Context: an optimization exercise on an open-source flow, tuned for small area, a short achievable clock period and few clock cycles per item. The choices shown serve that exercise and are no tape-out recipe. Power is estimated from default activity; no workload was simulated.

==> 08-15: inputs <==
// source_text_tokenizer
module source_text_tokenizer (
  input  logic                             clk_i,
  input  logic                             rst_ni,
  input  logic                             txt_valid_i,
  output logic                             txt_ready_o,
  input  logic [7:0]                       txt_char_i,
  input  logic                             txt_end_i,
  output logic                             tok_valid_o,
  input  logic                             tok_ready_i,
  output logic [stt_pkg::KindBits-1:0]     tok_kind_o,
  output logic [stt_pkg::LineBits-1:0]     tok_line_o,
  output logic [stt_pkg::ColBits-1:0]      tok_col_o,
  output logic [stt_pkg::OffsetBits-1:0]   tok_offset_o,
  output logic [stt_pkg::LengthBits-1:0]   tok_length_o,
  output logic                             tok_last_o
);
Settings: LEC_CHECK=0, CAP_MARGIN=20, CORE_MARGIN=2, CORE_UTILIZATION=40, CTS_BUF_LIST=sky130_fd_sc_hd__clkbuf_8, SETUP_SLACK_MARGIN=3, SLEW_MARGIN=20; clock period 5.0 ns.
standard.sh (not shown) runs the stock make flow with config.mk's settings and CLKGATE_MAP_FILE= SYNTH_SCRIPT=/design/flow/synth_recipe.tcl, a recipe that flattens the netlist after the stock synthesis.
==> flow/flow/run.sh <==
#!/bin/bash
# The standard layout (standard.sh, the standard flow's own ORFS run) with these ORFS
# settings changed; make's full output goes to make.log here, each ORFS step's
# log to orfs/logs.
set -euo pipefail
export BUFFER_PORTS_ARGS="-buffer_cell sky130_fd_sc_hd__buf_1"
bash standard.sh > make.log 2>&1
==> 09-16: changes against 08-15 <==
--- a/flow/design.v
+++ b/flow/design.v
@@ -130,18 +130,20 @@
     logic       v;       
     logic       last;
     logic       fin;     
     logic       stp;     
     logic [4:0] kind;
   } pres_t;
   typedef struct packed {
     pres_t      p;
+    logic       sa;      
     logic       sb;      
-    logic [1:0] lsm;     
+    logic       lrun;    
+    logic [1:0] lsm;
   } pinfo_t;
   function automatic cls_t classify(input logic [7:0] c, input logic end_i);
     cls_t r;
     logic e;
     e    = end_i || (c == stt_pkg::ChNul);
     r.e  = e;
     r.al = !e && stt_pkg::is_alpha(c);
     r.dg = !e && stt_pkg::is_digit(c);
@@ -152,124 +154,134 @@
     r.sg = !e && !stt_pkg::is_alpha(c) && !stt_pkg::is_digit(c) && !stt_pkg::is_space(c) &&
            (c != stt_pkg::ChEq) && (c != stt_pkg::ChBang);
     r.sk = stt_pkg::single_kind(c);
     classify = r;
   endfunction
   function automatic pinfo_t present(input cls_t x, input logic vld, input mode_t m,
                                      input logic bang, input logic seen, input logic ph);
     pinfo_t r;
-    logic hold_dot, a_ex, c_ex, c_idle, special, sp_x, sa;
+    logic hold_dot, a_ex, c_ex, c_idle, special, sp_x;
     hold_dot = m.num && x.dt && !seen;
     a_ex     = (m.id && !x.al) || (m.num && !x.dg && !hold_dot) || (m.dot && !x.dg) || m.op;
     c_ex     = x.e || (x.sg && !hold_dot);
     c_idle   = x.e || x.sg;
     special  = m.dot && !x.dg;
     sp_x     = !(x.e || x.al || x.dg || x.eq || x.bg || x.sg);
-    sa       = a_ex && !ph;
+    r.sa     = a_ex && !ph;
     r.sb     = special && ph;
     r.p.v    = vld && (a_ex || c_ex);
-    if (sa) begin
+    if (r.sa) begin
       r.p.last = !special && !c_ex;
       r.p.fin  = !special && !c_ex;
       r.p.stp  = 1'b0;
-      r.lsm    = 2'd1;
+      r.lrun   = !m.op;
+      r.lsm    = {x.eq, !x.eq};
       if (m.id)       r.p.kind = stt_pkg::TK_IDENT;
       else if (m.op)  r.p.kind = bang ? (x.eq ? stt_pkg::TK_NOT_EQ : stt_pkg::TK_BANG)
                                       : (x.eq ? stt_pkg::TK_EQ : stt_pkg::TK_ASSIGN);
       else            r.p.kind = (m.num && seen) ? stt_pkg::TK_DOUBLE : stt_pkg::TK_INT;
     end else if (r.sb) begin
       r.p.last = !c_idle;
       r.p.fin  = sp_x;
       r.p.stp  = !sp_x;
+      r.lrun   = 1'b0;
       r.lsm    = 2'd1;
       r.p.kind = stt_pkg::TK_ILLEGAL;
     end else begin
       r.p.last = 1'b1;
       r.p.fin  = 1'b1;
       r.p.stp  = 1'b0;
+      r.lrun   = 1'b0;
       r.lsm    = {1'b0, !x.e};
       r.p.kind = x.e ? stt_pkg::TK_EOF : x.sk;
     end
     present = r;
   endfunction
-  logic cur_vld_q;
-  cls_t cur_q, in_cls;
-  mode_t            mode_q;
-  logic             bang_q, seen_q, ph_q;
+  typedef struct packed {
+    mode_t m;
+    logic  bang;
+    logic  seen;
+    logic  hold;     
+    logic  start;    
+    logic  radv;     
+  } scan_t;
+  function automatic scan_t scan(input cls_t x, input mode_t m, input logic bang,
+                                 input logic seen);
+    scan_t r;
+    logic absorbed;
+    r.hold   = m.num && x.dt && !seen;
+    absorbed = (m.id && x.al) || (m.num && x.dg) || r.hold || (m.dot && x.dg) || (m.op && x.eq);
+    r.start  = !x.e && !absorbed && (x.al || x.dg || x.eq || x.bg);
+    r.radv   = (m.id || m.num || m.dot) && absorbed && !r.hold;
+    r.m.id   = r.start ? x.al : (m.id && x.al);
+    r.m.num  = r.start ? x.dg : (m.num && x.dg) || (m.dot && x.dg);
+    r.m.dot  = r.hold;
+    r.m.op   = r.start && (x.eq || x.bg);
+    r.bang   = r.start ? x.bg : bang;
+    r.seen   = r.start ? 1'b0 : (m.dot && x.dg) || seen;
+    scan = r;
+  endfunction
+  logic       fv0_q, fv1_q, cur_vld_q;
+  cls_t       fq0_q, fq1_q, in_byte, cur_q;
+  mode_t            mode_q, nmode_q;
+  logic             bang_q, seen_q, nbang_q, nseen_q, ph_q;
+  logic             x_hold_q, x_start_q, x_radv_q;
+  scan_t            nscan;
   stt_pkg::line_t   line_q;
   stt_pkg::col_t    col_q, ocol_q;
   stt_pkg::offset_t off_q, ooff_q;
   stt_pkg::length_t olen_q;
   pres_t            pr_q;
-  logic             hold_dot, absorbed, start, radv, run_top, fin_idle;
-  mode_t            fin_mode, stp_mode;
-  logic             fin_bang, fin_seen;
+  logic             run_top, fin_idle;
   stt_pkg::length_t fin_run, fin_len;
   pinfo_t           fin_p, stp_p, nxt_p;
+  mode_t            stp_mode;
   logic             a1, t1, l1, off_top, col_top, oc1, cc1, lc1;
   stt_pkg::line_t   line_inc;
   stt_pkg::col_t    col_inc;
   stt_pkg::offset_t off_inc;
-  logic take, do_fin, do_stp, do_nxt;
+  logic take, do_fin, do_stp, do_nxt, pop, push;
   assign tok_valid_o  = pr_q.v;
   assign tok_kind_o   = pr_q.kind;
   assign tok_last_o   = pr_q.last;
   assign tok_line_o   = line_q;
   assign tok_col_o    = ocol_q;
   assign tok_offset_o = ooff_q;
   assign tok_length_o = olen_q;
-  assign in_cls = classify(txt_char_i, txt_end_i);
-  assign hold_dot = mode_q.num && cur_q.dt && !seen_q;
-  assign absorbed = (mode_q.id && cur_q.al) || (mode_q.num && cur_q.dg) || hold_dot ||
-                    (mode_q.dot && cur_q.dg) || (mode_q.op && cur_q.eq);
-  assign start    = cur_vld_q && !cur_q.e && !absorbed &&
-                    (cur_q.al || cur_q.dg || cur_q.eq || cur_q.bg);
-  assign radv     = cur_vld_q && (mode_q.id || mode_q.num || mode_q.dot) && absorbed && !hold_dot;
+  assign txt_ready_o = !fv1_q;
+  assign push        = txt_valid_i && !fv1_q;
+  assign in_byte     = classify(txt_char_i, txt_end_i);
   assign run_top  = &olen_q[15:1];
+  assign nscan    = scan(fq0_q, nmode_q, nbang_q, nseen_q);
+  assign fin_idle = !(nmode_q.id || nmode_q.num || nmode_q.dot || nmode_q.op);
   always_comb begin
-    fin_mode = mode_q;
-    fin_bang = bang_q;
-    fin_seen = seen_q;
-    if (cur_vld_q) begin
-      fin_mode.id  = start ? cur_q.al : (mode_q.id && cur_q.al);
-      fin_mode.num = start ? cur_q.dg : (mode_q.num && cur_q.dg) || (mode_q.dot && cur_q.dg);
-      fin_mode.dot = hold_dot;
-      fin_mode.op  = start && (cur_q.eq || cur_q.bg);
-      if (start) begin
-        fin_bang = cur_q.bg;
-        fin_seen = 1'b0;
-      end else if (mode_q.dot && cur_q.dg) begin
-        fin_seen = 1'b1;
-      end
-    end
-    fin_idle = !(fin_mode.id || fin_mode.num || fin_mode.dot || fin_mode.op);
-    if (start) begin
+    if (x_start_q) begin
       fin_run = stt_pkg::length_t'(1);
     end else begin
-      fin_run[0] = radv ? (run_top || (olen_q[0] ^ !mode_q.dot)) : olen_q[0];
+      fin_run[0] = x_radv_q ? (run_top || (olen_q[0] ^ !mode_q.dot)) : olen_q[0];
       for (int i = 1; i < 16; i++) begin
-        fin_run[i] = olen_q[i] ^ (radv && !run_top && (mode_q.dot || olen_q[0]) &&
+        fin_run[i] = olen_q[i] ^ (x_radv_q && !run_top && (mode_q.dot || olen_q[0]) &&
                                   (&(olen_q | ~((16'd1 << i) - 16'd2))));
       end
     end
     if (fin_idle) begin
-      fin_len = {15'd0, !in_cls.e};
-    end else if (fin_mode.op) begin
-      fin_len = {14'd0, in_cls.eq, !in_cls.eq};
+      fin_len = {15'd0, !fq0_q.e};
+    end else if (nmode_q.op) begin
+      fin_len = {14'd0, fq0_q.eq, !fq0_q.eq};
     end else begin
       fin_len = fin_run;
     end
     stp_mode     = mode_q;
     stp_mode.dot = 1'b0;
   end
-  assign fin_p = present(in_cls, txt_valid_i, fin_mode, fin_bang, fin_seen, 1'b0);
+  assign fin_p = present(fq0_q, fv0_q, nmode_q, nbang_q, nseen_q, 1'b0);
   assign stp_p = present(cur_q, 1'b1, stp_mode, bang_q, seen_q, 1'b0);
   assign nxt_p = present(cur_q, 1'b1, mode_q, bang_q, seen_q, 1'b1);
-  assign a1      = pr_q.stp || (cur_vld_q && !cur_q.e && !hold_dot);
+  assign a1      = pr_q.stp || (cur_vld_q && !cur_q.e && !x_hold_q);
   assign t1      = !pr_q.stp && mode_q.dot;
   assign l1      = !pr_q.stp && cur_vld_q && cur_q.lf;
   assign off_top = &off_q[31:1];
   assign col_top = &col_q[15:1];
   assign oc1     = a1 && !off_top && (t1 || off_q[0]);
   assign cc1     = a1 && !col_top && (t1 || col_q[0]);
   assign lc1     = l1 && !(&line_q);
   always_comb begin
@@ -284,30 +296,40 @@
     for (int i = 1; i < 16; i++) begin
       col_inc[i] = !l1 && (col_q[i] ^ (cc1 && (&(col_q | ~((16'd1 << i) - 16'd2)))));
     end
   end
   assign take   = pr_q.v && tok_ready_i;
   assign do_fin = !cur_vld_q || !pr_q.v || (tok_ready_i && pr_q.fin);
   assign do_stp = take && pr_q.stp;
   assign do_nxt = take && !pr_q.fin && !pr_q.stp;
-  assign txt_ready_o = do_fin;
+  assign pop    = do_fin && fv0_q;
   always_ff @(posedge clk_i or negedge rst_ni) begin
     if (!rst_ni) begin
+      fv0_q     <= 1'b0;
+      fv1_q     <= 1'b0;
       cur_vld_q <= 1'b0;
       mode_q    <= '0;
+      nmode_q   <= '0;
       ph_q      <= 1'b0;
       line_q    <= stt_pkg::line_t'(1);
       col_q     <= stt_pkg::col_t'(1);
       off_q     <= '0;
       pr_q.v    <= 1'b0;
     end else begin
+      if (fv1_q) begin
+        if (pop) fv1_q <= 1'b0;
+      end else begin
+        fv0_q <= push || (fv0_q && !pop);
+        fv1_q <= push && fv0_q && !pop;
+      end
       if (do_fin) begin
-        cur_vld_q <= txt_valid_i;
-        mode_q    <= fin_mode;
+        cur_vld_q <= fv0_q;
+        mode_q    <= nmode_q;
+        if (fv0_q) nmode_q <= nscan.m;
         ph_q      <= 1'b0;
         pr_q.v    <= fin_p.p.v;
       end else if (do_stp) begin
         mode_q    <= stp_mode;
         ph_q      <= 1'b0;
         pr_q.v    <= stp_p.p.v;
       end else if (do_nxt) begin
         ph_q      <= 1'b1;
@@ -316,26 +338,39 @@
       if (do_fin || do_stp) begin
         line_q <= line_inc;
         col_q  <= col_inc;
         off_q  <= off_inc;
       end
     end
   end
   always_ff @(posedge clk_i) begin
+    if (fv1_q) begin
+      if (pop) fq0_q <= fq1_q;
+    end else begin
+      if (!fv0_q || pop) fq0_q <= in_byte;
+      else               fq1_q <= in_byte;
+    end
     if (do_fin) begin
-      cur_q    <= in_cls;
-      bang_q   <= fin_bang;
-      seen_q   <= fin_seen;
+      cur_q     <= fq0_q;
+      bang_q    <= nbang_q;
+      seen_q    <= nseen_q;
+      x_hold_q  <= fv0_q && nscan.hold;
+      x_start_q <= fv0_q && nscan.start;
+      x_radv_q  <= fv0_q && nscan.radv;
+      if (fv0_q) begin
+        nbang_q <= nscan.bang;
+        nseen_q <= nscan.seen;
+      end
       {pr_q.last, pr_q.fin, pr_q.stp, pr_q.kind} <=
         {fin_p.p.last, fin_p.p.fin, fin_p.p.stp, fin_p.p.kind};
       if (fin_idle) begin
         ocol_q <= col_inc;
         ooff_q <= off_inc;
-      end else if (start) begin
+      end else if (x_start_q) begin
         ocol_q <= col_q;
         ooff_q <= off_q;
       end
       olen_q <= fin_len;
     end else if (do_stp) begin
       {pr_q.last, pr_q.fin, pr_q.stp, pr_q.kind} <=
         {stp_p.p.last, stp_p.p.fin, stp_p.p.stp, stp_p.p.kind};
       ocol_q <= col_inc;
==> 11-08: changes against 08-15 <==
--- a/flow/design.v
+++ b/flow/design.v
@@ -130,18 +130,20 @@
     logic       v;       
     logic       last;
     logic       fin;     
     logic       stp;     
     logic [4:0] kind;
   } pres_t;
   typedef struct packed {
     pres_t      p;
+    logic       sa;      
     logic       sb;      
-    logic [1:0] lsm;     
+    logic       lrun;    
+    logic [1:0] lsm;
   } pinfo_t;
   function automatic cls_t classify(input logic [7:0] c, input logic end_i);
     cls_t r;
     logic e;
     e    = end_i || (c == stt_pkg::ChNul);
     r.e  = e;
     r.al = !e && stt_pkg::is_alpha(c);
     r.dg = !e && stt_pkg::is_digit(c);
@@ -152,77 +154,85 @@
     r.sg = !e && !stt_pkg::is_alpha(c) && !stt_pkg::is_digit(c) && !stt_pkg::is_space(c) &&
            (c != stt_pkg::ChEq) && (c != stt_pkg::ChBang);
     r.sk = stt_pkg::single_kind(c);
     classify = r;
   endfunction
   function automatic pinfo_t present(input cls_t x, input logic vld, input mode_t m,
                                      input logic bang, input logic seen, input logic ph);
     pinfo_t r;
-    logic hold_dot, a_ex, c_ex, c_idle, special, sp_x, sa;
+    logic hold_dot, a_ex, c_ex, c_idle, special, sp_x;
     hold_dot = m.num && x.dt && !seen;
     a_ex     = (m.id && !x.al) || (m.num && !x.dg && !hold_dot) || (m.dot && !x.dg) || m.op;
     c_ex     = x.e || (x.sg && !hold_dot);
     c_idle   = x.e || x.sg;
     special  = m.dot && !x.dg;
     sp_x     = !(x.e || x.al || x.dg || x.eq || x.bg || x.sg);
-    sa       = a_ex && !ph;
+    r.sa     = a_ex && !ph;
     r.sb     = special && ph;
     r.p.v    = vld && (a_ex || c_ex);
-    if (sa) begin
+    if (r.sa) begin
       r.p.last = !special && !c_ex;
       r.p.fin  = !special && !c_ex;
       r.p.stp  = 1'b0;
-      r.lsm    = 2'd1;
+      r.lrun   = !m.op;
+      r.lsm    = {x.eq, !x.eq};
       if (m.id)       r.p.kind = stt_pkg::TK_IDENT;
       else if (m.op)  r.p.kind = bang ? (x.eq ? stt_pkg::TK_NOT_EQ : stt_pkg::TK_BANG)
                                       : (x.eq ? stt_pkg::TK_EQ : stt_pkg::TK_ASSIGN);
       else            r.p.kind = (m.num && seen) ? stt_pkg::TK_DOUBLE : stt_pkg::TK_INT;
     end else if (r.sb) begin
       r.p.last = !c_idle;
       r.p.fin  = sp_x;
       r.p.stp  = !sp_x;
+      r.lrun   = 1'b0;
       r.lsm    = 2'd1;
       r.p.kind = stt_pkg::TK_ILLEGAL;
     end else begin
       r.p.last = 1'b1;
       r.p.fin  = 1'b1;
       r.p.stp  = 1'b0;
+      r.lrun   = 1'b0;
       r.lsm    = {1'b0, !x.e};
       r.p.kind = x.e ? stt_pkg::TK_EOF : x.sk;
     end
     present = r;
   endfunction
-  logic cur_vld_q;
-  cls_t cur_q, in_cls;
+  logic       fv0_q, fv1_q, cur_vld_q;
+  logic [8:0] fq0_q, fq1_q, in_byte;
+  cls_t       cur_q, nxt_byte;
   mode_t            mode_q;
   logic             bang_q, seen_q, ph_q;
   stt_pkg::line_t   line_q;
   stt_pkg::col_t    col_q, ocol_q;
   stt_pkg::offset_t off_q, ooff_q;
   stt_pkg::length_t olen_q;
   pres_t            pr_q;
-  logic             hold_dot, absorbed, start, radv, run_top, fin_idle;
-  mode_t            fin_mode, stp_mode;
+  logic             hold_dot, absorbed, start, radv, run_top;
+  mode_t            fin_mode;
   logic             fin_bang, fin_seen;
-  stt_pkg::length_t fin_run, fin_len;
+  stt_pkg::length_t fin_run;
   pinfo_t           fin_p, stp_p, nxt_p;
+  mode_t            stp_mode;
   logic             a1, t1, l1, off_top, col_top, oc1, cc1, lc1;
   stt_pkg::line_t   line_inc;
   stt_pkg::col_t    col_inc;
   stt_pkg::offset_t off_inc;
-  logic take, do_fin, do_stp, do_nxt;
+  logic take, do_fin, do_stp, do_nxt, pop, push;
   assign tok_valid_o  = pr_q.v;
   assign tok_kind_o   = pr_q.kind;
   assign tok_last_o   = pr_q.last;
   assign tok_line_o   = line_q;
   assign tok_col_o    = ocol_q;
   assign tok_offset_o = ooff_q;
   assign tok_length_o = olen_q;
-  assign in_cls = classify(txt_char_i, txt_end_i);
+  assign txt_ready_o = !fv1_q;
+  assign push        = txt_valid_i && !fv1_q;
+  assign in_byte     = {txt_end_i, txt_char_i};
+  assign nxt_byte    = classify(fq0_q[7:0], fq0_q[8]);
   assign hold_dot = mode_q.num && cur_q.dt && !seen_q;
   assign absorbed = (mode_q.id && cur_q.al) || (mode_q.num && cur_q.dg) || hold_dot ||
                     (mode_q.dot && cur_q.dg) || (mode_q.op && cur_q.eq);
   assign start    = cur_vld_q && !cur_q.e && !absorbed &&
                     (cur_q.al || cur_q.dg || cur_q.eq || cur_q.bg);
   assign radv     = cur_vld_q && (mode_q.id || mode_q.num || mode_q.dot) && absorbed && !hold_dot;
   assign run_top  = &olen_q[15:1];
   always_comb begin
@@ -236,37 +246,29 @@
       fin_mode.op  = start && (cur_q.eq || cur_q.bg);
       if (start) begin
         fin_bang = cur_q.bg;
         fin_seen = 1'b0;
       end else if (mode_q.dot && cur_q.dg) begin
         fin_seen = 1'b1;
       end
     end
-    fin_idle = !(fin_mode.id || fin_mode.num || fin_mode.dot || fin_mode.op);
     if (start) begin
       fin_run = stt_pkg::length_t'(1);
     end else begin
       fin_run[0] = radv ? (run_top || (olen_q[0] ^ !mode_q.dot)) : olen_q[0];
       for (int i = 1; i < 16; i++) begin
         fin_run[i] = olen_q[i] ^ (radv && !run_top && (mode_q.dot || olen_q[0]) &&
                                   (&(olen_q | ~((16'd1 << i) - 16'd2))));
       end
     end
-    if (fin_idle) begin
-      fin_len = {15'd0, !in_cls.e};
-    end else if (fin_mode.op) begin
-      fin_len = {14'd0, in_cls.eq, !in_cls.eq};
-    end else begin
-      fin_len = fin_run;
-    end
     stp_mode     = mode_q;
     stp_mode.dot = 1'b0;
   end
-  assign fin_p = present(in_cls, txt_valid_i, fin_mode, fin_bang, fin_seen, 1'b0);
+  assign fin_p = present(nxt_byte, fv0_q, fin_mode, fin_bang, fin_seen, 1'b0);
   assign stp_p = present(cur_q, 1'b1, stp_mode, bang_q, seen_q, 1'b0);
   assign nxt_p = present(cur_q, 1'b1, mode_q, bang_q, seen_q, 1'b1);
   assign a1      = pr_q.stp || (cur_vld_q && !cur_q.e && !hold_dot);
   assign t1      = !pr_q.stp && mode_q.dot;
   assign l1      = !pr_q.stp && cur_vld_q && cur_q.lf;
   assign off_top = &off_q[31:1];
   assign col_top = &col_q[15:1];
   assign oc1     = a1 && !off_top && (t1 || off_q[0]);
@@ -284,29 +286,37 @@
     for (int i = 1; i < 16; i++) begin
       col_inc[i] = !l1 && (col_q[i] ^ (cc1 && (&(col_q | ~((16'd1 << i) - 16'd2)))));
     end
   end
   assign take   = pr_q.v && tok_ready_i;
   assign do_fin = !cur_vld_q || !pr_q.v || (tok_ready_i && pr_q.fin);
   assign do_stp = take && pr_q.stp;
   assign do_nxt = take && !pr_q.fin && !pr_q.stp;
-  assign txt_ready_o = do_fin;
+  assign pop    = do_fin && fv0_q;
   always_ff @(posedge clk_i or negedge rst_ni) begin
     if (!rst_ni) begin
+      fv0_q     <= 1'b0;
+      fv1_q     <= 1'b0;
       cur_vld_q <= 1'b0;
       mode_q    <= '0;
       ph_q      <= 1'b0;
       line_q    <= stt_pkg::line_t'(1);
       col_q     <= stt_pkg::col_t'(1);
       off_q     <= '0;
       pr_q.v    <= 1'b0;
     end else begin
+      if (fv1_q) begin
+        if (pop) fv1_q <= 1'b0;
+      end else begin
+        fv0_q <= push || (fv0_q && !pop);
+        fv1_q <= push && fv0_q && !pop;
+      end
       if (do_fin) begin
-        cur_vld_q <= txt_valid_i;
+        cur_vld_q <= fv0_q;
         mode_q    <= fin_mode;
         ph_q      <= 1'b0;
         pr_q.v    <= fin_p.p.v;
       end else if (do_stp) begin
         mode_q    <= stp_mode;
         ph_q      <= 1'b0;
         pr_q.v    <= stp_p.p.v;
       end else if (do_nxt) begin
@@ -316,36 +326,44 @@
       if (do_fin || do_stp) begin
         line_q <= line_inc;
         col_q  <= col_inc;
         off_q  <= off_inc;
       end
     end
   end
   always_ff @(posedge clk_i) begin
+    if (fv1_q) begin
+      if (pop) fq0_q <= fq1_q;
+    end else begin
+      if (!fv0_q || pop) fq0_q <= in_byte;
+      else               fq1_q <= in_byte;
+    end
     if (do_fin) begin
-      cur_q    <= in_cls;
+      cur_q    <= nxt_byte;
       bang_q   <= fin_bang;
       seen_q   <= fin_seen;
       {pr_q.last, pr_q.fin, pr_q.stp, pr_q.kind} <=
         {fin_p.p.last, fin_p.p.fin, fin_p.p.stp, fin_p.p.kind};
-      if (fin_idle) begin
+      if (fin_p.p.v && !fin_p.sa) begin
         ocol_q <= col_inc;
         ooff_q <= off_inc;
       end else if (start) begin
         ocol_q <= col_q;
         ooff_q <= off_q;
       end
-      olen_q <= fin_len;
+      olen_q <= (fin_p.p.v && !fin_p.lrun) ? {14'd0, fin_p.lsm} : fin_run;
     end else if (do_stp) begin
       {pr_q.last, pr_q.fin, pr_q.stp, pr_q.kind} <=
         {stp_p.p.last, stp_p.p.fin, stp_p.p.stp, stp_p.p.kind};
-      ocol_q <= col_inc;
-      ooff_q <= off_inc;
-      olen_q <= {14'd0, stp_p.lsm};
+      if (stp_p.p.v) begin
+        ocol_q <= col_inc;
+        ooff_q <= off_inc;
+        olen_q <= {14'd0, stp_p.lsm};
+      end
     end else if (do_nxt) begin
       {pr_q.last, pr_q.fin, pr_q.stp, pr_q.kind} <=
         {nxt_p.p.last, nxt_p.p.fin, nxt_p.p.stp, nxt_p.p.kind};
       ocol_q <= {col_q[15:1], col_q[0] || (nxt_p.sb && col_top)};
       ooff_q <= {off_q[31:1], off_q[0] || (nxt_p.sb && off_top)};
       olen_q <= {14'd0, nxt_p.lsm};
     end
   end
==> flow/run.sh (new file) <==
#!/bin/bash
# synth_recipe.tcl (not shown) runs the flow's synth.tcl, then flattens the netlist and writes it again
# the make line also repeats each setting of config.mk as NAME=value (left out here)
make -C /OpenROAD-flow-scripts/flow DESIGN_CONFIG=/design/flow/config.mk WORK_HOME=/design/flow/orfs CLKGATE_MAP_FILE= SYNTH_SCRIPT=/design/flow/synth_recipe.tcl finish
- CTS_BUF_LIST: sky130_fd_sc_hd__clkbuf_8 -> default
- SETUP_SLACK_MARGIN: 3 -> 2.5
removed: flow/flow/run.sh
removed: flow/standard.sh
==> run summary <==
- Between 09-16 and 08-15, the lower global-route usage is in 09-16 (gap 2.7 points).
- Core utilization, highest first: 08-15, 09-16, 11-08.
- Of 09-16 and 08-15, 09-16 has the higher sequential power (gap about 30%, measured against 08-15).
- Critical path depth, highest first: 08-15, 11-08, 09-16.
No run of this note included a check of the RTL's function; only the layout flow was run.

re-timing with driven ports:
In the flow no input, the clock included, has a driving cell. The finished layouts below were timed again as built, in two steps. Step 1: set_driving_cell puts a clkbuf_16 on clk_i and a buf_2 on each other input, an assumption about the parent block. Step 2 times the ports against the registers' clock, not the clock port: input delays grow and output delays shrink by t, the midpoint of the rising clock arrivals with the driver on. Slacks: ideal ports / drivers / drivers and shift; pairs: ideal ports / drivers.
run | t (ns) | slack for setup (ns) | latest minus earliest clock arrival (ns) | worst register clock-pin slew, ns
08-15 | 0.512 | 2.447 / 2.443 / 1.974 | 0.016 / 0.016 | 0.10 / 0.10
09-16 | 0.514 | 2.479 / 2.479 / 2.354 | 0.020 / 0.021 | 0.12 / 0.12
11-08 | 0.472 | 1.999 / 1.999 / 1.978 | 0.013 / 0.013 | 0.08 / 0.08
After both steps every run listed still meets setup and hold. For 08-15, which loses most, drivers alone change the setup slack by -0.004 ns; drivers and shift together by -0.473 ns.
